Source: an optimization exercise on an open RTL-to-GDS flow (aim: small area). Production flows keep margins and buffers that such runs may drop. Function was not checked in any run shown here: the RTL went through the layout flow alone. Power and IR drop assume default switching activity.

==> flow/design.v <==
package isa_pkg;
    localparam int word_w    = 16;               
    localparam int reg_idx_w = 4;                
    localparam int num_regs  = 1 << reg_idx_w;   
    localparam int pc_w      = 11;               
    localparam int imm_w     = 5;                
    localparam int step_w    = 5;
    localparam int n_steps   = 31;
    typedef logic [word_w-1:0]    word_t;
    typedef logic [reg_idx_w-1:0] reg_idx_t;
    typedef logic [pc_w-1:0]      pc_t;
endpackage
`timescale 1ns/1ns
module fetch_ctrl
(
    input  logic                       clk,
    input  logic                       rst_n,
    input  logic                       run,
    input  logic                       instr_valid,
    input  isa_pkg::word_t             instr_data,
    input  logic                       zero,        
    input  logic                       host_wr,
    input  isa_pkg::reg_idx_t          host_idx,
    output logic                       fetch_req,
    output isa_pkg::pc_t               fetch_addr,
    output isa_pkg::word_t             instr,       
    output isa_pkg::reg_idx_t          wr_idx,      
    output logic                       start,
    output logic                       stepping,
    output logic [isa_pkg::step_w-1:0] step,
    output logic                       retire
);
    logic        fetching;    
    logic        busy;        
    logic        idle;
    logic        pc_en;
    logic [3:0]  pc_i;
    logic        taken;
    logic        off_bit;
    logic        cin;
    logic        pc_c;
    logic [1:0]  pc_sum;
    isa_pkg::word_t ir;
    isa_pkg::pc_t   pc;
    assign idle      = !fetching && !busy;
    assign start     = fetching && instr_valid;
    assign retire    = busy && (step == isa_pkg::step_w'(isa_pkg::n_steps));
    assign stepping  = start || (busy && !retire);
    assign fetch_req = run && (idle || retire);
    always_ff @(posedge clk or negedge rst_n)
    begin
        if (!rst_n)
        begin
            fetching <= 1'b0;
            busy     <= 1'b0;
        end
        else
        begin
            if (fetch_req)
                fetching <= 1'b1;
            else if (instr_valid)
                fetching <= 1'b0;
            if (start)
                busy <= 1'b1;
            else if (retire)
                busy <= 1'b0;
        end
    end
    always_ff @(posedge clk)
    begin
        if (stepping)
            step <= step + 1'b1;
        else
            step <= '0;
    end
    assign instr = fetching ? instr_data : ir;
    always_ff @(posedge clk)
    begin
        ir <= instr;
        if (!fetching && host_wr)
            ir[4:1] <= host_idx;
    end
    assign wr_idx = ir[4:1];
    assign pc_i    = step[3:0];
    assign pc_en   = busy && step[4] && (pc_i < 4'd11);
    assign taken   = (ir[15:13] == 3'b100) && zero;
    assign off_bit = taken && ir[(pc_i < 4'd4) ? pc_i : 4'd4];
    assign cin     = (pc_i == 4'd0) ? 1'b1 : pc_c;
    assign pc_sum  = {1'b0, pc[0]} + {1'b0, off_bit} + {1'b0, cin};
    always_ff @(posedge clk)
    begin
        pc_c <= pc_sum[1];
    end
    always_ff @(posedge clk or negedge rst_n)
    begin
        if (!rst_n)
            pc <= '0;
        else if (pc_en)
            pc <= {pc_sum[0], pc[isa_pkg::pc_w-1:1]};
    end
    assign fetch_addr = pc;
endmodule
`timescale 1ns/1ns
module reg_file
(
    input  logic              clk,
    input  logic [3:0]        ph_nxt,     
    input  logic              clr,        
    input  logic              we,
    input  isa_pkg::reg_idx_t wr_idx,
    input  isa_pkg::word_t    wr_data,
    input  isa_pkg::reg_idx_t rs_idx,
    input  isa_pkg::reg_idx_t rt_idx,
    output logic              rs_bit,     
    output logic              rt_bit      
);
    isa_pkg::word_t ring [isa_pkg::num_regs];
    logic [isa_pkg::word_w-1:0] heads;
    isa_pkg::word_t rot [5];
    isa_pkg::word_t wr_rot;
    always_comb
    begin
        rot[0] = wr_data;
        for (int l = 0; l < 4; l++)
        begin
            for (int j = 0; j < isa_pkg::word_w; j++)
                rot[l+1][j] = !(ph_nxt[l] ? rot[l][(j + (1 << l)) % isa_pkg::word_w]
                                          : rot[l][j]);
        end
    end
    assign wr_rot = rot[4];
    localparam isa_pkg::word_t odd = 16'haaaa;
    always_ff @(posedge clk)
    begin
        for (int i = 0; i < isa_pkg::num_regs; i++)
        begin
            if (clr || (we && (wr_idx == isa_pkg::reg_idx_t'(i))))
                ring[i] <= (clr ? '0 : wr_rot) ^ odd;
            else
                ring[i] <= {ring[i][0], ring[i][isa_pkg::word_w-1:1]} ^ {1'b1, {(isa_pkg::word_w-1){1'b1}}};
        end
    end
    always_comb
    begin
        for (int i = 0; i < isa_pkg::num_regs; i++)
            heads[i] = ring[i][0];
    end
    assign rs_bit = heads[rs_idx];
    assign rt_bit = heads[rt_idx];
endmodule
`timescale 1ns/1ns
module exec_unit
(
    input  logic                       clk,
    input  logic                       start,       
    input  logic                       stepping,    
    input  logic [isa_pkg::step_w-1:0] step,
    input  logic [3:0]                 ph,
    input  logic                       a_bit,
    input  logic                       b_bit,
    input  logic                       is_mult,
    input  logic                       host_wr,     
    input  isa_pkg::word_t             host_data,
    input  logic                       is_add,      
    input  logic                       is_slt,
    input  logic                       inv_b,       
    output isa_pkg::word_t             result,
    output logic                       eq           
);
    localparam int w = isa_pkg::word_w;
    logic [w-1:0] acc;
    logic [w-1:0] base;
    logic [w-1:0] y;
    logic [w-1:0] bring;
    logic [w-1:0] bmod;
    logic         pass1;
    logic         act;
    logic         ins;
    logic         done_q;      
    logic         done;
    logic         lap;         
    logic         top;
    logic         a_x;
    logic         b_x;
    logic         cin;
    logic         c_q;
    logic         s_bit;
    logic         c_bit;
    logic         x_bit;
    logic         s_add;
    logic [w-1:0] y_add;
    logic         acc_cin;
    logic         eq_q;
    assign pass1 = !step[4];
    assign act   = stepping && (is_mult || is_add);
    assign done  = done_q && !start;
    assign lap   = stepping && is_add && (ph == 4'd0) && !done;
    assign top   = is_slt && (ph == 4'd15);
    assign a_x   = a_bit;
    assign b_x   = b_bit ^ inv_b;
    assign cin   = (ph == 4'd0) ? inv_b : c_q;
    assign s_bit = a_x ^ b_x ^ cin;
    assign c_bit = (a_x & b_x) | (a_x & cin) | (b_x & cin);
    always_ff @(posedge clk)
    begin
        c_q    <= c_bit;
        done_q <= stepping && (done || lap);
    end
    assign ins = is_mult ? (stepping && pass1 && b_bit) : lap;
    always_comb
    begin
        for (int n = 0; n < w; n++)
        begin
            if (4'(n) == {ph[2:0], 1'b0})
                bmod[n] = ins;
            else
                bmod[n] = bring[n];
        end
    end
    always_ff @(posedge clk)
    begin
        if (act)
            bring <= {bmod[w-2:0], bmod[w-1]};
        else
            bring <= '0;
    end
    assign x_bit = is_mult && a_bit;
    assign s_add = is_add && !is_slt && s_bit;
    always_comb
    begin
        for (int n = 0; n < w; n++)
        begin
            y[n]     = x_bit && bmod[n] && (4'(n) >= ph);
            y_add[n] = s_add && bmod[n];
        end
    end
    assign acc_cin = stepping && top && done && ((a_bit ^ b_bit) ? a_bit : !c_bit);
    always_comb
    begin
        if (host_wr)
            base = host_data;
        else if (start)
            base = '0;
        else
            base = acc;
    end
    always_ff @(posedge clk)
    begin
        acc <= (base + y + w'(acc_cin)) | y_add;
    end
    assign result = acc;
    always_ff @(posedge clk)
    begin
        if (stepping && pass1)
            eq_q <= (start || eq_q) && (a_bit == b_bit);
    end
    assign eq = eq_q;
endmodule
`timescale 1ns/1ns
module isa_core
(
    input  logic              clk,
    input  logic              rst_n,
    input  logic              run,
    input  logic              host_we,
    input  isa_pkg::reg_idx_t host_idx,
    input  isa_pkg::word_t    host_data,
    input  logic              instr_valid,
    input  isa_pkg::word_t    instr_data,
    output logic              fetch_req,
    output isa_pkg::pc_t      fetch_addr,
    output logic              wb_valid,
    output isa_pkg::reg_idx_t wb_idx,
    output isa_pkg::word_t    wb_data,
    output logic              io_stall
);
    logic                       clr;
    logic [3:0]                 ph;
    logic [3:0]                 ph_nxt;
    isa_pkg::word_t             instr;
    logic                       start;
    logic                       stepping;
    logic [isa_pkg::step_w-1:0] step;
    logic                       retire;
    logic                       zero;
    logic                       rs_bit;
    logic                       rt_bit;
    logic                       is_alu;
    logic                       is_mult;
    logic                       is_slt;
    logic                       is_add;
    logic                       inv_b;
    logic                       core_we;
    logic                       host_wr;
    logic                       host_wr_q;
    isa_pkg::reg_idx_t          wr_idx;
    logic                       rf_we;
    isa_pkg::reg_idx_t          rf_idx;
    isa_pkg::word_t             rf_data;
    isa_pkg::word_t             result;
    always_ff @(posedge clk or negedge rst_n)
    begin
        if (!rst_n)
        begin
            clr <= 1'b1;
            ph  <= '0;
        end
        else
        begin
            clr <= 1'b0;
            ph  <= ph_nxt;
        end
    end
    assign ph_nxt = ph + 4'd1;
    fetch_ctrl u_fetch_ctrl (
        .clk         (clk),
        .rst_n       (rst_n),
        .run         (run),
        .instr_valid (instr_valid),
        .instr_data  (instr_data),
        .zero        (zero),
        .host_wr     (host_wr),
        .host_idx    (host_idx),
        .fetch_req   (fetch_req),
        .fetch_addr  (fetch_addr),
        .instr       (instr),
        .wr_idx      (wr_idx),
        .start       (start),
        .stepping    (stepping),
        .step        (step),
        .retire      (retire)
    );
    assign is_alu  = (instr[15:14] == 2'b00);
    assign is_mult = (instr[15:13] == 3'b001) && instr[0];
    assign is_slt  = (instr[15:13] == 3'b001) && !instr[0];
    assign is_add  = (instr[15:13] == 3'b000) || is_slt;
    assign inv_b   = ((instr[15:13] == 3'b000) && instr[0]) || is_slt;
    assign core_we = retire && is_alu;
    assign host_wr = host_we && !run;
    always_ff @(posedge clk)
    begin
        host_wr_q  <= host_wr;
    end
    assign rf_we   = core_we || host_wr_q;
    assign rf_idx  = wr_idx;
    assign rf_data = result;
    reg_file u_reg_file (
        .clk     (clk),
        .ph_nxt  (ph_nxt),
        .clr     (clr),
        .we      (rf_we),
        .wr_idx  (rf_idx),
        .wr_data (rf_data),
        .rs_idx  (instr[12:9]),
        .rt_idx  (instr[8:5]),
        .rs_bit  (rs_bit),
        .rt_bit  (rt_bit)
    );
    exec_unit u_exec_unit (
        .clk      (clk),
        .start    (start),
        .stepping (stepping),
        .step     (step),
        .ph       (ph),
        .a_bit    (rs_bit),
        .b_bit    (rt_bit),
        .is_mult  (is_mult),
        .host_wr  (host_wr),
        .host_data(host_data),
        .is_add   (is_add),
        .is_slt   (is_slt),
        .inv_b    (inv_b),
        .result   (result),
        .eq       (zero)
    );
    assign wb_valid = core_we;
    assign wb_idx   = instr[4:1];
    assign wb_data  = result;
    assign io_stall = !retire;
endmodule
==> flow/flow/run.sh <==
#!/bin/bash
# The standard layout (standard.sh) with these changes:
#  - synthesis (flow/synth.tcl) maps the register-file ring muxes to o22ai
#    cells before ABC maps the rest
#  - port buffers use the smallest buffer cell
#  - the clock tree is built from small clock buffers in small sink
#    clusters, without dummy loads
# The ORFS tools log to orfs/logs as usual; make's output goes to
# standard.log.
set -euo pipefail
here=$(pwd)
sed "s#SYNTH_SCRIPT=[^ ]*#SYNTH_SCRIPT=$here/flow/synth.tcl#" standard.sh > standard_own.sh
export FLOW_FLOW_DIR=$here/flow
export BUFFER_PORTS_ARGS="-buffer_cell sky130_fd_sc_hd__buf_1"
export CTS_ARGS="-sink_clustering_enable -repair_clock_nets -dont_use_dummy_load -buf_list {sky130_fd_sc_hd__clkbuf_4} -sink_clustering_size 10 -sink_clustering_max_diameter 40"
bash standard_own.sh > standard.log 2>&1
==> flow/flow/abc.script <==
&get -n
&st
&dch
&nf
&st
&syn2
&if -g -K 6
&synch2
&nf
&st
&syn2
&if -g -K 6
&synch2
&nf
&st
&syn2
&if -g -K 6
&synch2
&nf
&st
&syn2
&if -g -K 6
&synch2
&nf
&st
&syn2
&if -g -K 6
&synch2
&nf
&put
topo
stime -c
==> flow/flow/ringmux.v <==
// Map a 2:1 mux into one o22ai cell: Y = !((!S | !B) & (S | !A)) = S ? B : A.
// The inverters are left to ABC, which merges them with their drivers.
module \$_MUX_ (A, B, S, Y);
  input A, B, S;
  output Y;
  wire na, nb, ns;
  \$_NOT_ inv_a (.A(A), .Y(na));
  \$_NOT_ inv_b (.A(B), .Y(nb));
  \$_NOT_ inv_s (.A(S), .Y(ns));
  sky130_fd_sc_hd__o22ai_1 _TECHMAP_REPLACE_ (.A1(ns), .A2(nb), .B1(S), .B2(na), .Y(Y));
endmodule
==> flow/flow/synth.tcl <==
# The standard flow's synthesis script (synth_recipe.tcl) with one addition: just before
# the final ABC mapping, the 2:1 muxes that feed the register-file ring
# flip-flops are mapped to single o22ai cells (flow/ringmux.v), so every
# ring bit gets the same small cell. ABC maps the rest as usual. The
# flip-flops are mapped before this point, so the registers are the same
# as in the standard synthesis. If flow/abc.script exists, ABC runs that
# script instead of ORFS's speed script.
proc synth {args} { yosys synth -nofsm -noshare {*}$args }
proc abc {args} {
  yosys select -set ringmux {*}{c:u_reg_file.ring* %ci1:+[D] %ci1:+[Y] t:$_MUX_ %i}
  yosys select -count @ringmux
  yosys techmap -map $::env(FLOW_FLOW_DIR)/ringmux.v @ringmux
  yosys opt_expr
  yosys opt_merge
  yosys opt_expr
  yosys opt_clean
  set i [lsearch -exact $args -script]
  if { $i >= 0 && [file exists $::env(FLOW_FLOW_DIR)/abc.script] } {
    lset args [expr {$i + 1}] $::env(FLOW_FLOW_DIR)/abc.script
  }
  yosys abc {*}$args
}
source $::env(SCRIPTS_DIR)/synth.tcl
# left out here: clear keep_hierarchy, flatten, clean up, hide names made inside functions, write 1_2_yosys.v
==> flow/standard.sh <==
#!/bin/bash
# synth_recipe.tcl (not shown) runs the flow's synth.tcl, then flattens the netlist and writes it again
# the make line also repeats each setting of config.mk as NAME=value (left out here)
make -C /OpenROAD-flow-scripts/flow DESIGN_CONFIG=/design/flow/config.mk WORK_HOME=/design/flow/orfs CLKGATE_MAP_FILE= SYNTH_SCRIPT=/design/flow/synth_recipe.tcl "${@:-finish}"
==> flow/config.mk <==
export PLATFORM = sky130hd
export DESIGN_NAME = isa_core
export DESIGN_NICKNAME = isa_core
export VERILOG_FILES = /design/flow/design.v
export SDC_FILE = /design/flow/constraint.sdc
export NUM_CORES = 4
export LEC_CHECK = 0
export ABC_CLOCK_PERIOD_IN_PS = 5500
export CAP_MARGIN = 20
export CORE_MARGIN = 2
export CORE_UTILIZATION = 70
export PLACE_DENSITY = 0.78
export SLEW_MARGIN = 20
==> flow/constraint.sdc <==
create_clock -name core_clock -period 5.5 [get_ports {clk}]
set_input_delay 1.1000 -clock core_clock [delete_from_list [all_inputs] [get_ports {clk}]]
set_output_delay 1.1000 -clock core_clock [all_outputs]
set_load 0.01 [all_outputs]
==> metrics.md, run 1 <==
| Metric | Value |
|---|---|
| Status | finished clean |
| Min Tclk post-route | roughly 5.2 ns |
| Initial DRT Pass Iterations | 5 |
| P&R area growth vs syn | 9.629% |
| CTS Buf Count | 43 |
| Synth Flop Type | dfxtp_1 |
| PortBufs | 74 |
| Final Skew | 0.1176 ns |
| Highest clock rate | between 0.15 and 0.2 GHz |
| DP Wirelength | roughly 19 mm |
| Power density over the cells | 442.6 nW/um2 |
| Clock Path Buffers | 3 |
| TritonCTS clock tree | yes |
| Slew HR | 0.2257 |
| CTS root buf | clkbuf_4 |
| Hold WC Path Type | reg2reg |
| Avg WL per Cell | roughly 21 um |
| Area of the multi-input gates | between 5000 and 6000 um2 |
| Net Count, Synth | around 1100 |
| Yosys cell types | between 50 and 60 |
| Avg Synthesized Cell Area | 11.48 um2 |
| Sequential share of the synthesized area | 0.5620 |
| Post-Syn Area | between 10000 and 15000 um2 |
| Synth Instances | ~1000 |
| Antenna-violating nets left | 0 |
| Critical path, cell by cell | mux2i_2 -> buf_4 -> mux4_2 -> o21ai_0 -> nand4_1 -> xor2_1 -> fa_1 -> maj3_1 -> or4_1 -> fa_1 -> nand2b_1 -> a21oi_1 -> o21ai_0 -> and4_1 -> a211oi_1 -> and3_1 -> nor3_1 |
| Endpoint class of the critical path | register |
| First-pass GRT wire length | roughly 47 mm |
| Worst IR drop on VDD | between 0.0003 and 0.0004 V |
| Share of post-route cells with drive strength above 1 | 0.1091 |
| Least-Margin Pin Slew | around 1.2 ns |
| Vias per cell | approximately 6.6 |
| Tcrit/Tclk final | 0.9395 |
| Ys async rst share | 0.05422 |
| Die Area | 18220 um2 |
| Starting density of the core | 0.7189 |
| Nets | around 1300 |
| Hold_buf cts | 0 |
| Fin. max-slew vios | 0 |
| RSZ-0062 raised after global routing | no |
| Post-Route WL | about 30 mm |
| Max FO, Critical Path | 5 |
| Post-synth top cells | dfxtp_1, o22ai_1, nor2_1, mux4_2, nand2_1 |
| Synth top area share | 0.5219 |
| Fillcell total | around 1100 |
| Top-count cell post-synth | dfxtp_1 |
| FF+latch area | 6749 um2 |
| Number of flops mapped to enable cells by yosys | 1 |
| # DRC | 0 |
| Crit-path slowest cell | dfrtp_2 |
| Top cells by area, synth | dfxtp_1, o22ai_1, mux4_2, dfrtp_1, ha_1 |
| Gr usage total | 0.3280 |
| Die Ht | between 100 and 150 um |
| Worst slack, placed | -0.2012 ns |
| Hold Vio Cnt, Final | 0 |
| Reported max-cap violation count | 0 |
| Final total power | 5.826 mW |
| Synth area leader | dfxtp_1 |
| Number of H-tree levels | 2 |
| Setup bufs post-CTS | 0 |
| FP Rows | 47 |
| Antenna violations before repair | 1 |
| Yosys Warn Count | 6 |
| Worst path required time | approximately 6 ns |
| Global placement routability congestion | roughly 0.93 |
| DR iter-0 viols | 890 |
| Fin util | 0.7881 |
| Crit Path Category | reg2reg |
| CP max stage delay | 0.52 ns |
| Top Ports | 75 |
| CP Launch Type | register |
| Final setup vio count | 0 |
| Number of global-route vias before repair | approximately 8600 |
| Routed vias | between 9000 and 10000 |
| CP arrival | 5.61 ns |
| Core area | approximately 17000 um2 |
| # resized after CTS | 0 |
| Clock sinks | approximately 330 |
| GRT overflow | 0 |
| Fin worst setup slack | approximately 0.33 ns |
| Largest net degree at the start of global routing | roughly 40 |
| Chip width | between 100 and 150 um |
| Clock latency (worst-skew pair) | around 0.67 ns |
| FF+latch count, synth | 332 |
| P_leak | roughly 5 nW |
| Clock-pin slew on the worst setup and hold paths | about 0.10 ns |
-- metrics by stage --
stage                     cells  area [um2]  setup TNS (ns)  hold slack, ns
after global placement     1369       12790         -0.1738          0.3998
after CTS                  1412       13130               0          0.3704
after detailed placement   1369       12800         -0.5603          0.4046
after floorplan            1046       12010               0          0.3989
final                      1413       13160               0          0.3754
after global routing       1413       13160               0          0.3578
-- where the power goes --
group / switching (mW) / internal (mW) / leakage, nW / total (mW)
sequential: 0.294 / 2.87 / 2.86 / 3.16
clock: 0.742 / 0.360 / 0.198 / 1.10
combinational: 0.881 / 0.683 / 2.08 / 1.56
-- cell usage in the layout (no fill, tap or decap), drive strengths merged, types with 4 or more instances in the layout --
| master | count |
|---|---|
| dfxtp | 313 |
| o22ai | 258 |
| buf | 106 |
| nor2 | 44 |
| clkbuf | 44 |
| nand2 | 41 |
| mux4 | 41 |
| clkinv | 35 |
| a21oi | 28 |
| o21ai | 26 |
| ha | 23 |
| a21o | 22 |
| mux2 | 21 |
| nor2b | 19 |
| dfrtp | 17 |
| and3 | 15 |
| nand2b | 14 |
| nand3 | 14 |
| a22o | 14 |
| xor2 | 11 |
| xnor2 | 7 |
| nor3 | 6 |
| a31o | 6 |
| mux2i | 6 |
| nor3b | 5 |
| and2 | 5 |
| a31oi | 5 |
| nand4 | 4 |
| fa | 4 |
-- layer usage --
layer	global-route usage	routed length [um]	share of wire	vias to the layer above
met1	0.4826	13290	0.44	4530
met3	0.05180	2239	0.075	67
li1	-	-	-	4382
met5	0	0	0	-
met2	0.5110	13670	0.46	390
met4	0.09028	672	0.022	0
-- path summary, 6_finish.rpt --
kind / to / from / slack, ns / depth (start not counted)
worst max-delay path: u_exec_unit.acc[15] / u_fetch_ctrl.fetching / 0.33 / 17
worst min-delay path: u_reg_file.ring[2][7] / u_reg_file.ring[2][8] / 0.38 / 1
worst max register to register: u_exec_unit.acc[15] / u_fetch_ctrl.fetching / 0.33 / 17
worst min register to register: u_reg_file.ring[2][7] / u_reg_file.ring[2][8] / 0.38 / 1
max in group asynchronous: u_fetch_ctrl.fetching / rst_n / 4.73 / 1
min in group asynchronous: u_fetch_ctrl.busy / rst_n / 0.39 / 1
-- worst max-delay path, delay by kind of cell (launching register included) --
kind	cells	cell delay [ns]
simple gates	6	1.29
buf+inv	1	0.18
compound gates	4	0.85
fa+ha+maj	3	1.18
flops	1	0.52
mux	2	0.72
xor+xnor	1	0.23
-- cell type report --
cell class,count,area share
inverters,35,0.009981
repair buffers,107,0.04002
well taps,220,0.02091
diodes,1,0.0001901
clock buffers,43,0.02452
flip-flops and latches,332,0.5127
multi-input cells,675,0.3916
-- logic make-up after synthesis --
kind of cell    Yosys count  share of synthesized area
compound gates          385                     0.2054
xor+xnor                 18                    0.01313
fa+ha+maj                28                    0.03147
buf+inv                  39                    0.01344
flops                   332                     0.5620
mux                      68                     0.1016
other cells               1                  0.0003123
simple gates            175                    0.07263
-- state kept, by name, summed over array words and instances (netlist names), 4 cells and up --
name and count:
u_fetch_ctrl.step 5, ph 4, u_fetch_ctrl.pc 11, u_exec_unit.bring 16
u_exec_unit.acc 16, u_reg_file.ring 256, u_fetch_ctrl.ir 16
==> run 2, diff against run 1 <==
--- a/flow/design.v
+++ b/flow/design.v
@@ -21,4 +21,2 @@
     input  logic                       zero,        
-    input  logic                       host_wr,
-    input  isa_pkg::reg_idx_t          host_idx,
     output logic                       fetch_req,
@@ -26,3 +24,3 @@
     output isa_pkg::word_t             instr,       
-    output isa_pkg::reg_idx_t          wr_idx,      
+    output isa_pkg::reg_idx_t          rd,          
     output logic                       start,
@@ -79,6 +77,4 @@
         ir <= instr;
-        if (!fetching && host_wr)
-            ir[4:1] <= host_idx;
     end
-    assign wr_idx = ir[4:1];
+    assign rd = ir[4:1];
     assign pc_i    = step[3:0];
@@ -118,15 +114,6 @@
     logic [isa_pkg::word_w-1:0] heads;
-    isa_pkg::word_t rot [5];
+    logic [2*isa_pkg::word_w-1:0] dbl;
     isa_pkg::word_t wr_rot;
-    always_comb
-    begin
-        rot[0] = wr_data;
-        for (int l = 0; l < 4; l++)
-        begin
-            for (int j = 0; j < isa_pkg::word_w; j++)
-                rot[l+1][j] = !(ph_nxt[l] ? rot[l][(j + (1 << l)) % isa_pkg::word_w]
-                                          : rot[l][j]);
-        end
-    end
-    assign wr_rot = rot[4];
+    assign dbl    = {wr_data, wr_data} >> ph_nxt;
+    assign wr_rot = dbl[isa_pkg::word_w-1:0];
     localparam isa_pkg::word_t odd = 16'haaaa;
@@ -161,4 +148,2 @@
     input  logic                       is_mult,
-    input  logic                       host_wr,     
-    input  isa_pkg::word_t             host_data,
     input  logic                       is_add,      
@@ -189,4 +174,2 @@
     logic         x_bit;
-    logic         s_add;
-    logic [w-1:0] y_add;
     logic         acc_cin;
@@ -198,4 +181,4 @@
     assign top   = is_slt && (ph == 4'd15);
-    assign a_x   = a_bit;
-    assign b_x   = b_bit ^ inv_b;
+    assign a_x   = a_bit ^ top;
+    assign b_x   = b_bit ^ inv_b ^ top;
     assign cin   = (ph == 4'd0) ? inv_b : c_q;
@@ -208,3 +191,3 @@
     end
-    assign ins = is_mult ? (stepping && pass1 && b_bit) : lap;
+    assign ins = is_mult ? (pass1 && b_bit) : lap;
     always_comb
@@ -226,4 +209,3 @@
     end
-    assign x_bit = is_mult && a_bit;
-    assign s_add = is_add && !is_slt && s_bit;
+    assign x_bit = is_mult ? a_bit : (s_bit && !is_slt);
     always_comb
@@ -231,20 +213,9 @@
         for (int n = 0; n < w; n++)
-        begin
-            y[n]     = x_bit && bmod[n] && (4'(n) >= ph);
-            y_add[n] = s_add && bmod[n];
-        end
-    end
-    assign acc_cin = stepping && top && done && ((a_bit ^ b_bit) ? a_bit : !c_bit);
-    always_comb
-    begin
-        if (host_wr)
-            base = host_data;
-        else if (start)
-            base = '0;
-        else
-            base = acc;
+            y[n] = x_bit && bmod[n] && (4'(n) >= ph);
     end
+    assign acc_cin = stepping && top && done && !c_bit;
+    assign base    = start ? '0 : acc;
     always_ff @(posedge clk)
     begin
-        acc <= (base + y + w'(acc_cin)) | y_add;
+        acc <= base + y + w'(acc_cin);
     end
@@ -280,2 +251,3 @@
     isa_pkg::word_t             instr;
+    isa_pkg::reg_idx_t          rd;
     logic                       start;
@@ -294,4 +266,2 @@
     logic                       host_wr;
-    logic                       host_wr_q;
-    isa_pkg::reg_idx_t          wr_idx;
     logic                       rf_we;
@@ -321,4 +291,2 @@
         .zero        (zero),
-        .host_wr     (host_wr),
-        .host_idx    (host_idx),
         .fetch_req   (fetch_req),
@@ -326,3 +294,3 @@
         .instr       (instr),
-        .wr_idx      (wr_idx),
+        .rd          (rd),
         .start       (start),
@@ -339,9 +307,5 @@
     assign host_wr = host_we && !run;
-    always_ff @(posedge clk)
-    begin
-        host_wr_q  <= host_wr;
-    end
-    assign rf_we   = core_we || host_wr_q;
-    assign rf_idx  = wr_idx;
-    assign rf_data = result;
+    assign rf_we   = core_we || host_wr;
+    assign rf_idx  = core_we ? rd : host_idx;
+    assign rf_data = core_we ? result : host_data;
     reg_file u_reg_file (
@@ -367,4 +331,2 @@
         .is_mult  (is_mult),
-        .host_wr  (host_wr),
-        .host_data(host_data),
         .is_add   (is_add),
@@ -376,3 +338,3 @@
     assign wb_valid = core_we;
-    assign wb_idx   = instr[4:1];
+    assign wb_idx   = rd;
     assign wb_data  = result;
--- a/flow/config.mk
+++ b/flow/config.mk
@@ -10,4 +10,4 @@
 export CORE_MARGIN = 2
-export CORE_UTILIZATION = 70
-export PLACE_DENSITY = 0.78
+export CORE_UTILIZATION = 75
+export PLACE_DENSITY = 0.85
 export SLEW_MARGIN = 20
==> run 2 against run 1 <==
Net effect:
- register-to-register slack got worse by 0.21 ns
- utilization up 7.2 points
- die area is 8.1% lower
- sequential power decreased by 8.5%
- count of clock-buffer cells in the layout unchanged
- sequential share of layout area is 0.32 points higher
- largest power group unchanged
- final area fell by 0.33%
- cell count up 0.78%
- first-iteration DRC count shrank 29%
==> metrics.md, run 2 <==
| Metric | Value |
|---|---|
| Fin area | 13120 um2 |
| Top-count cell post-synth | dfxtp_1 |
| Final setup vio count | 0 |
| P_leak | around 5.4 nW |
| TritonCTS clock tree | yes |
| PortBufs | 74 |
| Core area | roughly 15000 um2 |
| Hold_buf cts | 0 |
| Number of flops mapped to enable cells by yosys | 5 |
| Tcrit/Tclk final | 0.9774 |
| Worst Path Buf+Inv | 1 |
| Ys async rst share | 0.05438 |
| Worst path top cell family by delay | compound AO/OA/AOI/OAI gates |
| CP Launch Type | register |
| Clock Path Buffers | 3 |
| Yosys Warn Count | 5 |
| Hold WC Path Type | reg2reg |
| # DRC | 0 |
| Status | finished clean |
| Critical path, cell by cell | buf_4 -> mux2_4 -> mux4_2 -> mux2i_1 -> mux2i_2 -> xnor2_1 -> fa_1 -> nor2b_4 -> a31oi_4 -> or2_4 -> nor4b_4 -> ha_1 -> a21oi_2 -> o21ai_2 -> o41a_1 -> a41o_1 -> or4_4 -> a311o_1 -> xnor2_1 |
| DR iter-0 viols | ~640 |
| Most common cell after layout, fill and taps aside | dfxtp_1 |
| Endpoint class of the critical path | register |
| Most frequent cells in the layout | dfxtp_1, o22ai_1, mux2i_1 |
| Switching share of power | 0.3168 |
| Final Skew | roughly 0.12 ns |
| Hold Vio Cnt, Final | 0 |
| Avg Synthesized Cell Area | around 11 um2 |
| Worst path required time | 5.98 ns |
| Die Area | between 15000 and 20000 um2 |
| CP arrival | 5.86 ns |
| Antenna violations before repair | 1 |
| Synth Instances | between 1000 and 1500 |
| CTS Buf Count | 43 |
| Max FO, Critical Path | 5 |
| P&R area growth vs syn | 11.32% |
| Final total power | around 5.7 mW |
| Clk pwr share | 0.193 |
| First-pass GRT wire length | about 46 mm |
| Least-Margin Pin Slew | approximately 1.1 ns |
| Nets | roughly 1300 |
| Clock latency (worst-skew pair) | 0.69 ns |
| Antenna-violating nets left | 0 |
| Synth top area share | 0.5232 |
| Crit-path slowest cell | fa_1 |
| FP Rows | 45 |
| Power density over the cells | 431.6 nW/um2 |
| Clock sinks | roughly 330 |
| Starting density of the core | 0.7724 |
| Highest clock rate | 0.1860 GHz |
| Fin. max-slew vios | 0 |
| Number of H-tree levels | 2 |
| Comb power frac | 0.296 |
| Synth Flop Type | dfxtp_1 |
| Crit Path Category | reg2reg |
| Avg WL per Cell | roughly 21 um |
| Share of post-route cells with drive strength above 1 | 0.1040 |
| Sequential share of power | 0.511 |
| Placed cell areas | 12740 um2 |
| Largest net degree at the start of global routing | 24 |
| Reported max-cap violation count | 0 |
| Clock-pin slew on the worst setup and hold paths | ~0.10 ns |
| Net Count, Synth | approximately 1100 |
| Vias per cell | between 6 and 7 |
| CTS root buf | clkbuf_4 |
| Gr usage total | 0.3514 |
| Global placement routability congestion | ~0.91 |
| Post-synth top cells | dfxtp_1, o22ai_1, mux2i_1, clkinv_1, nor2_1 |
| Slew HR | 0.2872 |
| Worst IR drop on VDD | 0.0003456 V |
| CP max stage delay | between 0.5 and 0.6 ns |
| Routed vias | 9344 |
| Post-Syn Area | 11790 um2 |
| Top Ports | 75 |
| Number of global-route vias before repair | just under 9000 |
| Switching power | 1.794 mW |
| GRT overflow | 0 |
| Sequential share of the synthesized area | 0.5743 |
| Chip width | 129.4 um |
| DP Wirelength | just under 20 mm |
| Synth area leader | dfxtp_1 |
| Post-Route WL | around 30 mm |
| Top cells by area, synth | dfxtp_1, o22ai_1, mux2i_1, dfrtp_1, ha_1 |
| Initial DRT Pass Iterations | 7 |
| Reg with most FFs | u_reg_file.ring |
| Max FFs per register | ~260 |
| Yosys cell types | between 50 and 60 |
| Min Tclk post-route | ~5.4 ns |
| Most used cell, CP | xnor2_1 |
| Int Power | 3.868 mW |
| FF+latch count, synth | ~330 |
| Die Ht | approximately 130 um |
## run 2: area by class of cell
class | instances | area (um2)
fillers | 822 | 2140
flip-flops and latches | 331 | 6769
well taps | 211 | 264.0
inverters | 43 | 161.4
diodes | 1 | 2.502
multi-input cells | 668 | 4921
repair buffers | 127 | 678.2
clock buffers | 43 | 322.8
## run 2: power by group through the flow
stage	combinational, mW	sequential (mW)	clock (mW)
after floorplan	1.04	2.91	0
after global placement	1.53	2.93	0
after detailed placement	1.59	2.94	0
after CTS	1.61	2.89	1.09
after global routing	1.81	2.92	1.19
final	1.68	2.89	1.09
## run 2: layer usage
layer	up-vias	part of all wire	GRT usage
met5	-	0	0
met4	0	0.044	0.1905
met3	103	0.074	0.06069
met2	435	0.48	0.5771
met1	4450	0.41	0.4464
li1	4356	-	-
## run 2: stage by stage
step / std cells / setup WS [ns] / utilization / hold WS [ns] / TNS [ns]
finish: 1424 / 0.1244 / 0.8598 / 0.2974 / 0
global route: 1424 / -0.03498 / 0.8598 / 0.3170 / -0.03498
global placement: 1376 / -0.2878 / 0.8349 / 0.4005 / -0.7824
floorplan: 1046 / -0.06083 / - / 0.3989 / -0.06083
CTS: 1419 / 0.06344 / 0.8561 / 0.2926 / 0
detailed placement: 1376 / -0.5266 / 0.8349 / 0.4059 / -2.423
## run 2: cell families after synthesis
| logic type | after synthesis | share of synthesized area |
|---|---|---|
| xor+xnor | 18 | 0.01338 |
| buf+inv | 47 | 0.01624 |
| compound gates | 353 | 0.1918 |
| fa+ha+maj | 28 | 0.03228 |
| flops | 331 | 0.5743 |
| simple gates | 164 | 0.07187 |
| mux | 104 | 0.09980 |
| other cells | 1 | 0.0003182 |
## run 2: worst paths after layout
path                                  startpoint                    end  slack, ns  depth (start not counted)
max reg2reg                u_fetch_ctrl.fetching    u_exec_unit.acc[15]       0.12                         19
min reg2reg                u_reg_file.ring[8][4]  u_reg_file.ring[8][3]       0.30                          1
min in group asynchronous                  rst_n     u_fetch_ctrl.pc[8]       0.41                          1
max                        u_fetch_ctrl.fetching    u_exec_unit.acc[15]       0.12                         19
min                        u_reg_file.ring[8][4]  u_reg_file.ring[8][3]       0.30                          1
max in group asynchronous                  rst_n  u_fetch_ctrl.fetching       4.67                          1
## run 2: worst register-to-register path, stage by stage, from the launching register on
cell and delay [ns]:
dfrtp_2 0.49, buf_4 0.19, mux2_4 0.34, mux4_2 0.44, mux2i_1 0.20, mux2i_2 0.14, xnor2_1 0.17, fa_1 0.58
nor2b_4 0.19, a31oi_4 0.06, or2_4 0.30, nor4b_4 0.21, ha_1 0.27, a21oi_2 0.16, o21ai_2 0.08, o41a_1 0.34
a41o_1 0.26, or4_4 0.43, a311o_1 0.29, xnor2_1 0.13
## run 2: timing repair
action,CTS,global route
setup endpoints to repair,1,3
buffers inserted,0,4
pin swaps,0,1
gates resized for setup,1,6

## port drivers added, routing unchanged
Ports are ideal in the flow. The routed layouts listed here were re-timed in OpenROAD. Step 1 (the two cells are an assumption about what drives the block):
set clk [get_ports {clk}]
set_driving_cell -lib_cell sky130_fd_sc_hd__clkbuf_16 $clk
set_driving_cell -lib_cell sky130_fd_sc_hd__buf_2 [delete_from_list [all_inputs] $clk]
Step 2, shift: input delay + t, output delay - t, t = (earliest + latest rising clock arrival at the registers) / 2. This alone moves slack from input paths to output paths. Three values: ideal, step 1, step 2; two values: the first two.
run	t (ns)	slack for setup (ns)	worst hold slack (ns)
run 1	0.656	0.333 / 0.333 / -0.236	0.375 / 0.375 / 0.375
run 2	0.671	0.124 / 0.124 / -0.483	0.297 / 0.297 / 0.297
Met with ideal ports but missed after step 2: setup timing in run 1 and run 2. For run 2, which loses most, drivers alone change the setup slack by 0.000 ns; drivers and shift together by -0.607 ns.
